Background: an optimization exercise with open tools, aiming at small area. Do not read the settings as production practice.
Only simulation tests tie the RTL to the original design; equivalence was not proved.
No activity file was given, so power comes from the tool's default toggle rates.

alpha:
// multicycle_datapath
module multicycle_datapath
#(
  parameter int                DATA_W   = 32,
  parameter int                ADDR_W   = 32,
  parameter logic [ADDR_W-1:0] RESET_PC = '0
) (
  input  logic              clk,
  input  logic              reset,
  output logic [ADDR_W-1:0] imem_addr,
  input  logic [31:0]       imem_rdata,
  output logic [ADDR_W-1:0] dmem_addr,
  output logic [DATA_W-1:0] dmem_wdata,
  output logic              dmem_rd,
  output logic              dmem_wr,
  input  logic [DATA_W-1:0] dmem_rdata,
  input  logic              dmem_ready,
  output logic [DATA_W-1:0] Dout,
  output logic [3:0]        flags,
  output logic              illegal
);
Size: ~3100 cells after synthesis, ~200 I/O pins, ~46000 sq um of cells after synthesis.
Settings: LEC_CHECK=0, CAP_MARGIN=20, CORE_MARGIN=2, CORE_UTILIZATION=40, CTS_BUF_LIST=sky130_fd_sc_hd__clkbuf_16, CTS_CLUSTER_DIAMETER=100, CTS_CLUSTER_SIZE=30, SLEW_MARGIN=20, SYNTH_HIERARCHICAL=1; clock period 10.0 ns.
run.sh (not shown) runs the stock make flow with config.mk's settings and CLKGATE_MAP_FILE= SYNTH_SCRIPT=/design/flow/synth_recipe.tcl, a recipe that flattens the netlist after the stock synthesis.
> inputs changed (alpha -> beta)
==> flow/flow/run.sh (new file) <==
#!/bin/bash
# Own layout flow: the standard ORFS flow (standard synthesis unchanged),
# with the port buffers made from the smallest buffer cell and the clock
# tree built without dummy loads. Each tool's output goes to its own log
# here (make.log; ORFS's per-step logs stay under orfs/logs).
set -euo pipefail
export BUFFER_PORTS_ARGS="-buffer_cell sky130_fd_sc_hd__buf_1"
export CTS_ARGS="-sink_clustering_enable -repair_clock_nets -sink_clustering_size 30 -sink_clustering_max_diameter 100 -buf_list sky130_fd_sc_hd__clkbuf_16 -dont_use_dummy_load"
bash standard.sh finish > make.log 2>&1
==> flow/standard.sh (new file) <==
#!/bin/bash
# synth_recipe.tcl (not shown) runs the flow's synth.tcl, then flattens the netlist and writes it again
# the make line also repeats each setting of config.mk as NAME=value (left out here)
make -C /OpenROAD-flow-scripts/flow DESIGN_CONFIG=/design/flow/config.mk WORK_HOME=/design/flow/orfs CLKGATE_MAP_FILE= SYNTH_SCRIPT=/design/flow/synth_recipe.tcl "${@:-finish}"
removed: flow/run.sh
Notes after the runs:
beta | stages: all done | timing, DRC, antenna: all pass. Comparing alpha and beta, detailed-route vias per instance is lower on beta. Clock power share in beta is 0.3 points below alpha. beta vs. alpha: hold slack about even, critical path depth lower, overall track demand over capacity in global routing shrank by 0.67 points.
What gamma does differently from beta at the input level:
==> flow/run.sh (new file) <==
#!/bin/bash
# synth_recipe.tcl (not shown) runs the flow's synth.tcl, then flattens the netlist and writes it again
# the make line also repeats each setting of config.mk as NAME=value (left out here)
make -C /OpenROAD-flow-scripts/flow DESIGN_CONFIG=/design/flow/config.mk WORK_HOME=/design/flow/orfs CLKGATE_MAP_FILE= SYNTH_SCRIPT=/design/flow/synth_recipe.tcl finish
--- a/flow/config.mk
+++ b/flow/config.mk
@@ -10,5 +10,5 @@
 export CORE_UTILIZATION = 40
-export CTS_BUF_LIST = sky130_fd_sc_hd__clkbuf_16
-export CTS_CLUSTER_DIAMETER = 100
-export CTS_CLUSTER_SIZE = 30
+export CTS_BUF_LIST = sky130_fd_sc_hd__clkbuf_8
+export CTS_CLUSTER_DIAMETER = 60
+export CTS_CLUSTER_SIZE = 16
 export SLEW_MARGIN = 20
removed: flow/flow/run.sh
removed: flow/standard.sh
==> comparison <==
gamma vs beta: wire length up by a few percent
| part of the total power dissipated in sequential elements | gamma vs beta | 2.5 points lower |
Worst-case hold slack sits lower in gamma than in beta.
Relative to beta, the internal power component of gamma is higher by 5.3%.
Between beta and gamma, the flow reports power in combinational cells increasing by a little under 10%.
Lower highest achievable clock rate among beta and gamma: gamma
Result: PASS for each of beta and gamma
gamma ends up with a clock network fraction of design power that is 1.7 points higher than in beta.
gamma vs beta, instance count: gamma higher
[inputs] delta vs gamma
--- a/flow/config.mk
+++ b/flow/config.mk
@@ -10,5 +10,2 @@
 export CORE_UTILIZATION = 40
-export CTS_BUF_LIST = sky130_fd_sc_hd__clkbuf_8
-export CTS_CLUSTER_DIAMETER = 60
-export CTS_CLUSTER_SIZE = 16
 export SLEW_MARGIN = 20
[summary]
In the metrics for gamma and delta, the one carrying the higher portion of total power attributed to the clock network is delta.
In terms of flip-flop and latch count, gamma and delta differ only marginally.
The clock tree buffer count of the final layout in delta was higher than what gamma gave.
Utilization gamma -> delta: up
delta vs gamma: total power of the final layout up in delta
delta against gamma; wire length is up slightly.
Measured against each other, gamma and delta differ in cell count, the higher figure coming from delta.
Here is what was changed in the inputs of epsilon compared with delta.
==> flow/flow/run.sh (new file) <==
#!/bin/bash
# Own layout flow: the standard ORFS flow (standard synthesis unchanged),
# with the port buffers made from the smallest buffer cell and the clock
# tree built without dummy loads. Each tool's output goes to its own log
# here (make.log; ORFS's per-step logs stay under orfs/logs).
set -euo pipefail
export BUFFER_PORTS_ARGS="-buffer_cell sky130_fd_sc_hd__buf_1"
export CTS_ARGS="-sink_clustering_enable -repair_clock_nets -sink_clustering_size 30 -sink_clustering_max_diameter 60 -buf_list sky130_fd_sc_hd__clkbuf_16 -dont_use_dummy_load"
bash standard.sh finish > make.log 2>&1
==> flow/standard.sh (new file) <==
#!/bin/bash
# synth_recipe.tcl (not shown) runs the flow's synth.tcl, then flattens the netlist and writes it again
# the make line also repeats each setting of config.mk as NAME=value (left out here)
make -C /OpenROAD-flow-scripts/flow DESIGN_CONFIG=/design/flow/config.mk WORK_HOME=/design/flow/orfs CLKGATE_MAP_FILE= SYNTH_SCRIPT=/design/flow/synth_recipe.tcl "${@:-finish}"
--- a/flow/config.mk
+++ b/flow/config.mk
@@ -7,6 +7,9 @@
 export LEC_CHECK = 0
-export CAP_MARGIN = 20
+export CAP_MARGIN = 0
 export CORE_MARGIN = 2
 export CORE_UTILIZATION = 40
-export SLEW_MARGIN = 20
+export CTS_BUF_LIST = sky130_fd_sc_hd__clkbuf_16
+export CTS_CLUSTER_DIAMETER = 60
+export CTS_CLUSTER_SIZE = 30
+export SLEW_MARGIN = 0
 export SYNTH_HIERARCHICAL = 1
removed: flow/run.sh
==> notes.md <==
epsilon against delta: global-route wire length before repair -3.6%, worst setup slack +0.032 ns, relative contribution of sequential cells to total power +6.1 points.
Number of violations reported at the end of detailed-routing iteration 0: epsilon better than delta
After detailed routing, delta needs more wire than epsilon.
Comparing delta and epsilon, the higher met3 track demand over resource is on epsilon.
Looking only at routed metal-1 wire length, and setting everything else aside, the lower value of delta and epsilon goes to epsilon.
epsilon — fraction of final layout cells with drive strength greater than 1 2.9 points lower, delta as reference
Going from delta to epsilon, part of the power in combinational logic moved up; initial antenna violation count went up 5.


multicycle_datapath, a different RTL version from the one above (not shown whole).
For scale: ~3500 cells after synthesis, about 200 I/O pins.
clock: 10.0 ns
lec_check: 0
cap_margin: 20
core_margin: 2
core_utilization: 40
cts_buf_list: sky130_fd_sc_hd__clkbuf_16
cts_cluster_diameter: 100
cts_cluster_size: 30
slew_margin: 20
synth_hierarchical: 1
standard.sh (not shown) runs the stock make flow with config.mk's settings and CLKGATE_MAP_FILE= SYNTH_SCRIPT=/design/flow/synth_recipe.tcl, a recipe that flattens the netlist after the stock synthesis.
==> flow/flow/run.sh <==
#!/bin/bash
# Own layout flow. It is the standard ORFS flow with four changes:
#  * the register-file read multiplexer (module mc_rf_read, which holds no
#    registers) is taken from flow/rf_read_gl.v, a hand-mapped gate-level
#    version of the same logic; the rest of the design goes through the
#    standard synthesis script (synth_recipe.tcl);
#  * ABC maps with a relaxed delay target (see below);
#  * the port buffers use the smallest buffer cell;
#  * the clock tree is built without dummy loads.
# The standard synthesis of the unmodified design is also run (in std/) and
# its registers (names and cell types) are compared with ours.
# Each tool's output goes to a log of its own in this folder (std_synth.log,
# make.log); ORFS's per-step logs stay under orfs/logs and std/logs.
set -euo pipefail
W=$(pwd)

# design with the gate-level read multiplexer
python3 - "$W" <<'PY'
import re, sys
w = sys.argv[1]
src = open(f"{w}/design.v").read()
gl = open(f"{w}/flow/rf_read_gl.v").read()
new, n = re.subn(r"^module mc_rf_read\b.*?^endmodule\b", lambda m: gl.strip(), src, flags=re.S | re.M)
assert n == 1, "mc_rf_read not found exactly once"
open(f"{w}/design_gl.v", "w").write(new)
cfg = open(f"{w}/config.mk").read()
cfg2 = re.sub(r"^export VERILOG_FILES = .*$", f"export VERILOG_FILES = {w}/design_gl.v", cfg, flags=re.M)
assert cfg2 != cfg
open(f"{w}/config_gl.mk", "w").write(cfg2)
PY

# reference: the standard synthesis
sed -e "s#WORK_HOME=[^ ]*#WORK_HOME=$W/std#" standard.sh > std.sh
bash std.sh synth > std_synth.log 2>&1

# the layout: the synthesis script is synth_recipe.tcl with one change, the
# ABC script (flow/abc_area_relaxed.script: one structural-choice pass and one
# mapping pass in which the mapper may trade delay for area, &nf -R 1000)
{ head -n 1 synth_recipe.tcl
  echo "proc abc {args} { set i [lsearch \$args -script]; if {\$i >= 0} { set args [lreplace \$args [expr {\$i+1}] [expr {\$i+1}] $W/flow/abc_area_relaxed.script] }; yosys abc {*}\$args }"
  tail -n +2 synth_recipe.tcl; } > own_synth.tcl
sed -e "s#DESIGN_CONFIG=[^ ]*#DESIGN_CONFIG=$W/config_gl.mk#" -e "s#SYNTH_SCRIPT=[^ ]*#SYNTH_SCRIPT=$W/own_synth.tcl#" standard.sh > own.sh
export BUFFER_PORTS_ARGS="-buffer_cell sky130_fd_sc_hd__buf_1"
export CTS_ARGS="-sink_clustering_enable -repair_clock_nets -sink_clustering_size 28 -sink_clustering_max_diameter 100 -buf_list sky130_fd_sc_hd__clkbuf_16 -dont_use_dummy_load"
bash own.sh synth > make.log 2>&1

# same registers as the standard synthesis?
python3 - "$W" <<'PY'
import re, sys
w = sys.argv[1]
def flops(p):
    v = open(p).read()
    return sorted((n, c) for c, n in re.findall(r"^\s*(sky130_fd_sc_hd__\w*df\w*)\s+(\S+)\s*\(", v, re.M))
a = flops(f"{w}/std/results/sky130hd/multicycle_datapath/base/1_2_yosys.v")
b = flops(f"{w}/orfs/results/sky130hd/multicycle_datapath/base/1_2_yosys.v")
print("registers:", len(a), len(b), "same" if a == b else "DIFFERENT")
assert a and a == b
PY

bash own.sh finish >> make.log 2>&1
==> flow/flow/abc_area_relaxed.script <==
&get -n
&st
&dch
&nf -R 1000
&put
Other scripts of this flow, unchanged in this note and not shown: flow/flow/rf_read_gl.v
The first run completed with no timing, DRC or antenna violations.
Next try:
--- a/flow/flow/run.sh
+++ b/flow/flow/run.sh
@@ -1,9 +1,8 @@
 #!/bin/bash
-# Own layout flow. It is the standard ORFS flow with four changes:
+# Own layout flow. It is the standard ORFS flow with three changes:
 #  * the register-file read multiplexer (module mc_rf_read, which holds no
 #    registers) is taken from flow/rf_read_gl.v, a hand-mapped gate-level
 #    version of the same logic; the rest of the design goes through the
-#    standard synthesis script (synth_recipe.tcl);
-#  * ABC maps with a relaxed delay target (see below);
+#    standard synthesis unchanged (synth_recipe.tcl);
 #  * the port buffers use the smallest buffer cell;
 #  * the clock tree is built without dummy loads.
@@ -11,5 +10,5 @@
 # its registers (names and cell types) are compared with ours.
 # Each tool's output goes to a log of its own in this folder (std_synth.log,
-# make.log); ORFS's per-step logs stay under orfs/logs and std/logs.
+# make.log, def.log); ORFS's per-step logs stay under orfs/logs and std/logs.
 set -euo pipefail
 W=$(pwd)
@@ -34,11 +33,7 @@
 bash std.sh synth > std_synth.log 2>&1
 
-# the layout: the synthesis script is synth_recipe.tcl with one change, the
-# ABC script (flow/abc_area_relaxed.script: one structural-choice pass and one
-# mapping pass in which the mapper may trade delay for area, &nf -R 1000)
-{ head -n 1 synth_recipe.tcl
-  echo "proc abc {args} { set i [lsearch \$args -script]; if {\$i >= 0} { set args [lreplace \$args [expr {\$i+1}] [expr {\$i+1}] $W/flow/abc_area_relaxed.script] }; yosys abc {*}\$args }"
-  tail -n +2 synth_recipe.tcl; } > own_synth.tcl
-sed -e "s#DESIGN_CONFIG=[^ ]*#DESIGN_CONFIG=$W/config_gl.mk#" -e "s#SYNTH_SCRIPT=[^ ]*#SYNTH_SCRIPT=$W/own_synth.tcl#" standard.sh > own.sh
+# the layout
+sed -e "s#DESIGN_CONFIG=[^ ]*#DESIGN_CONFIG=$W/config_gl.mk#" standard.sh > own.sh
+export RECOVER_POWER=100
 export BUFFER_PORTS_ARGS="-buffer_cell sky130_fd_sc_hd__buf_1"
 export CTS_ARGS="-sink_clustering_enable -repair_clock_nets -sink_clustering_size 28 -sink_clustering_max_diameter 100 -buf_list sky130_fd_sc_hd__clkbuf_16 -dont_use_dummy_load"
removed: flow/flow/abc_area_relaxed.script
The changed run reached the layout checks and failed them: capacitance limit, slew limit.
Cell area goes up slightly.
Worst setup slack gets worse by 0.036 ns.
Utilization went down by 2.8 points.
Die area grows by a little under a tenth.
Maximum frequency drops slightly.
Register-to-register slack degrades by 0.04 ns.
Next try:
--- a/flow/flow/run.sh
+++ b/flow/flow/run.sh
@@ -1,8 +1,9 @@
 #!/bin/bash
-# Own layout flow. It is the standard ORFS flow with three changes:
+# Own layout flow. It is the standard ORFS flow with four changes:
 #  * the register-file read multiplexer (module mc_rf_read, which holds no
 #    registers) is taken from flow/rf_read_gl.v, a hand-mapped gate-level
 #    version of the same logic; the rest of the design goes through the
-#    standard synthesis unchanged (synth_recipe.tcl);
+#    standard synthesis script (synth_recipe.tcl);
+#  * ABC maps with a relaxed delay target (see below);
 #  * the port buffers use the smallest buffer cell;
 #  * the clock tree is built without dummy loads.
@@ -10,5 +11,5 @@
 # its registers (names and cell types) are compared with ours.
 # Each tool's output goes to a log of its own in this folder (std_synth.log,
-# make.log, def.log); ORFS's per-step logs stay under orfs/logs and std/logs.
+# make.log); ORFS's per-step logs stay under orfs/logs and std/logs.
 set -euo pipefail
 W=$(pwd)
@@ -33,9 +34,13 @@
 bash std.sh synth > std_synth.log 2>&1
 
-# the layout
-sed -e "s#DESIGN_CONFIG=[^ ]*#DESIGN_CONFIG=$W/config_gl.mk#" standard.sh > own.sh
-export RECOVER_POWER=100
+# the layout: the synthesis script is synth_recipe.tcl with one change, the
+# ABC script (flow/abc_area_relaxed.script: one structural-choice pass and one
+# mapping pass in which the mapper may trade delay for area, &nf -R 1000)
+{ head -n 1 synth_recipe.tcl
+  echo "proc abc {args} { set i [lsearch \$args -script]; if {\$i >= 0} { set args [lreplace \$args [expr {\$i+1}] [expr {\$i+1}] $W/flow/abc_area_relaxed.script] }; yosys abc {*}\$args }"
+  tail -n +2 synth_recipe.tcl; } > own_synth.tcl
+sed -e "s#DESIGN_CONFIG=[^ ]*#DESIGN_CONFIG=$W/config_gl.mk#" -e "s#SYNTH_SCRIPT=[^ ]*#SYNTH_SCRIPT=$W/own_synth.tcl#" standard.sh > own.sh
 export BUFFER_PORTS_ARGS="-buffer_cell sky130_fd_sc_hd__buf_1"
-export CTS_ARGS="-sink_clustering_enable -repair_clock_nets -sink_clustering_size 28 -sink_clustering_max_diameter 100 -buf_list sky130_fd_sc_hd__clkbuf_16 -dont_use_dummy_load"
+export CTS_ARGS="-sink_clustering_enable -repair_clock_nets -sink_clustering_size 32 -sink_clustering_max_diameter 80 -buf_list sky130_fd_sc_hd__clkbuf_16 -dont_use_dummy_load"
 bash own.sh synth > make.log 2>&1
 
==> flow/flow/abc_area_relaxed.script (new file) <==
&get -n
&st
&dch
&nf -R 1000
&put
Result: With this change the flow finished with timing, DRC and antenna clean. Setup slack loses 0.026 ns. Routed wire length went up by about 1.4%. Cell count shrinks by 2.8%. Clock power stays flat. Total power rose by about 0.7%. Via count shrinks by about 0.5%.
Next try:
--- a/flow/flow/run.sh
+++ b/flow/flow/run.sh
@@ -1,9 +1,8 @@
 #!/bin/bash
-# Own layout flow. It is the standard ORFS flow with four changes:
+# Own layout flow. It is the standard ORFS flow with three changes:
 #  * the register-file read multiplexer (module mc_rf_read, which holds no
 #    registers) is taken from flow/rf_read_gl.v, a hand-mapped gate-level
 #    version of the same logic; the rest of the design goes through the
-#    standard synthesis script (synth_recipe.tcl);
-#  * ABC maps with a relaxed delay target (see below);
+#    standard synthesis unchanged (synth_recipe.tcl);
 #  * the port buffers use the smallest buffer cell;
 #  * the clock tree is built without dummy loads.
@@ -11,5 +10,5 @@
 # its registers (names and cell types) are compared with ours.
 # Each tool's output goes to a log of its own in this folder (std_synth.log,
-# make.log); ORFS's per-step logs stay under orfs/logs and std/logs.
+# make.log, def.log); ORFS's per-step logs stay under orfs/logs and std/logs.
 set -euo pipefail
 W=$(pwd)
@@ -34,13 +33,8 @@
 bash std.sh synth > std_synth.log 2>&1
 
-# the layout: the synthesis script is synth_recipe.tcl with one change, the
-# ABC script (flow/abc_area_relaxed.script: one structural-choice pass and one
-# mapping pass in which the mapper may trade delay for area, &nf -R 1000)
-{ head -n 1 synth_recipe.tcl
-  echo "proc abc {args} { set i [lsearch \$args -script]; if {\$i >= 0} { set args [lreplace \$args [expr {\$i+1}] [expr {\$i+1}] $W/flow/abc_area_relaxed.script] }; yosys abc {*}\$args }"
-  tail -n +2 synth_recipe.tcl; } > own_synth.tcl
-sed -e "s#DESIGN_CONFIG=[^ ]*#DESIGN_CONFIG=$W/config_gl.mk#" -e "s#SYNTH_SCRIPT=[^ ]*#SYNTH_SCRIPT=$W/own_synth.tcl#" standard.sh > own.sh
+# the layout
+sed -e "s#DESIGN_CONFIG=[^ ]*#DESIGN_CONFIG=$W/config_gl.mk#" standard.sh > own.sh
 export BUFFER_PORTS_ARGS="-buffer_cell sky130_fd_sc_hd__buf_1"
-export CTS_ARGS="-sink_clustering_enable -repair_clock_nets -sink_clustering_size 32 -sink_clustering_max_diameter 80 -buf_list sky130_fd_sc_hd__clkbuf_16 -dont_use_dummy_load"
+export CTS_ARGS="-sink_clustering_enable -repair_clock_nets -sink_clustering_size 28 -sink_clustering_max_diameter 100 -buf_list sky130_fd_sc_hd__clkbuf_16 -dont_use_dummy_load"
 bash own.sh synth > make.log 2>&1
 
Settings changed: CORE_UTILIZATION 40 to 60.
removed: flow/flow/abc_area_relaxed.script
Result: Core utilization rises by 18 points. Setup slack loses 0.059 ns. Clock power falls by about 2%. Combinational power is about the same. Non-clock buffer count falls by 7.
Next try:
--- a/flow/flow/run.sh
+++ b/flow/flow/run.sh
@@ -1,8 +1,9 @@
 #!/bin/bash
-# Own layout flow. It is the standard ORFS flow with three changes:
+# Own layout flow. It is the standard ORFS flow with four changes:
 #  * the register-file read multiplexer (module mc_rf_read, which holds no
 #    registers) is taken from flow/rf_read_gl.v, a hand-mapped gate-level
 #    version of the same logic; the rest of the design goes through the
-#    standard synthesis unchanged (synth_recipe.tcl);
+#    standard synthesis script (synth_recipe.tcl);
+#  * ABC maps with a relaxed delay target (see below);
 #  * the port buffers use the smallest buffer cell;
 #  * the clock tree is built without dummy loads.
@@ -10,5 +11,5 @@
 # its registers (names and cell types) are compared with ours.
 # Each tool's output goes to a log of its own in this folder (std_synth.log,
-# make.log, def.log); ORFS's per-step logs stay under orfs/logs and std/logs.
+# make.log); ORFS's per-step logs stay under orfs/logs and std/logs.
 set -euo pipefail
 W=$(pwd)
@@ -33,6 +34,11 @@
 bash std.sh synth > std_synth.log 2>&1
 
-# the layout
-sed -e "s#DESIGN_CONFIG=[^ ]*#DESIGN_CONFIG=$W/config_gl.mk#" standard.sh > own.sh
+# the layout: the synthesis script is synth_recipe.tcl with one change, the
+# ABC script (flow/abc_area_relaxed.script: ORFS's speed script with the
+# mapper allowed to trade delay for area, &nf -R 100)
+{ head -n 1 synth_recipe.tcl
+  echo "proc abc {args} { set i [lsearch \$args -script]; if {\$i >= 0} { set args [lreplace \$args [expr {\$i+1}] [expr {\$i+1}] $W/flow/abc_area_relaxed.script] }; yosys abc {*}\$args }"
+  tail -n +2 synth_recipe.tcl; } > own_synth.tcl
+sed -e "s#DESIGN_CONFIG=[^ ]*#DESIGN_CONFIG=$W/config_gl.mk#" -e "s#SYNTH_SCRIPT=[^ ]*#SYNTH_SCRIPT=$W/own_synth.tcl#" standard.sh > own.sh
 export BUFFER_PORTS_ARGS="-buffer_cell sky130_fd_sc_hd__buf_1"
 export CTS_ARGS="-sink_clustering_enable -repair_clock_nets -sink_clustering_size 28 -sink_clustering_max_diameter 100 -buf_list sky130_fd_sc_hd__clkbuf_16 -dont_use_dummy_load"
==> flow/flow/abc_area_relaxed.script (new file) <==
&get -n
&st
&dch
&nf -R 100
&st
&syn2
&if -g -K 6
&synch2
&nf -R 100
&st
&syn2
&if -g -K 6
&synch2
&nf -R 100
&st
&syn2
&if -g -K 6
&synch2
&nf -R 100
&st
&syn2
&if -g -K 6
&synch2
&nf -R 100
&st
&syn2
&if -g -K 6
&synch2
&nf -R 100
&put
buffer -c
topo
stime -c
upsize -c
dnsize -c
Settings changed: CORE_UTILIZATION 60 to 40.
Result: Flip-flop and latch count is unchanged; routed wire length is lower by 3.3%; utilization is lower by 21 points; cell count is higher by 9.2%; cell area is higher by 0.45%; maximum frequency is higher by 2.6%; via count is lower by 6.3%; power is about the same; clock power is higher by about 2%.

-- afterwards: timing with drivers on the ports --
The results above use ideal ports. As a check the final layouts listed here were re-extracted and re-timed, cells and wires unchanged. Step 1: set_driving_cell puts a clkbuf_16 on clk and a buf_2 on each other input, an assumption about the parent block. Step 2 times the ports against the registers' clock, not the clock port: input delays grow and output delays shrink by t, the midpoint of the rising clock arrivals with the driver on. Slacks: no drivers / after step 1 / after step 2; pairs: no drivers / after step 1.
| run | t, ns | setup slack, ns | slew at the worst register clock pin (ns) |
|---|---|---|---|
| alpha | 0.720 | 0.525 / 0.525 / 0.525 | 0.12 / 0.12 |
| beta | 0.696 | 0.618 / 0.618 / 0.618 | 0.13 / 0.13 |
| gamma | 0.819 | 0.575 / 0.575 / 0.575 | 0.11 / 0.11 |
| delta | 0.757 | 0.594 / 0.594 / 0.594 | 0.07 / 0.07 |
| epsilon | 0.704 | 0.626 / 0.626 / 0.626 | 0.11 / 0.11 |
| the first run of note 2 | 0.683 | 0.485 / 0.485 / 0.485 | 0.12 / 0.12 |
| the second run of note 2 | 0.722 | 0.449 / 0.449 / 0.449 | 0.11 / 0.11 |
| the third run of note 2 | 0.706 | 0.423 / 0.423 / 0.423 | 0.12 / 0.12 |
| the fourth run of note 2 | 0.693 | 0.364 / 0.364 / 0.364 | 0.11 / 0.11 |
| the fifth run of note 2 | 0.729 | 0.606 / 0.606 / 0.606 | 0.12 / 0.12 |
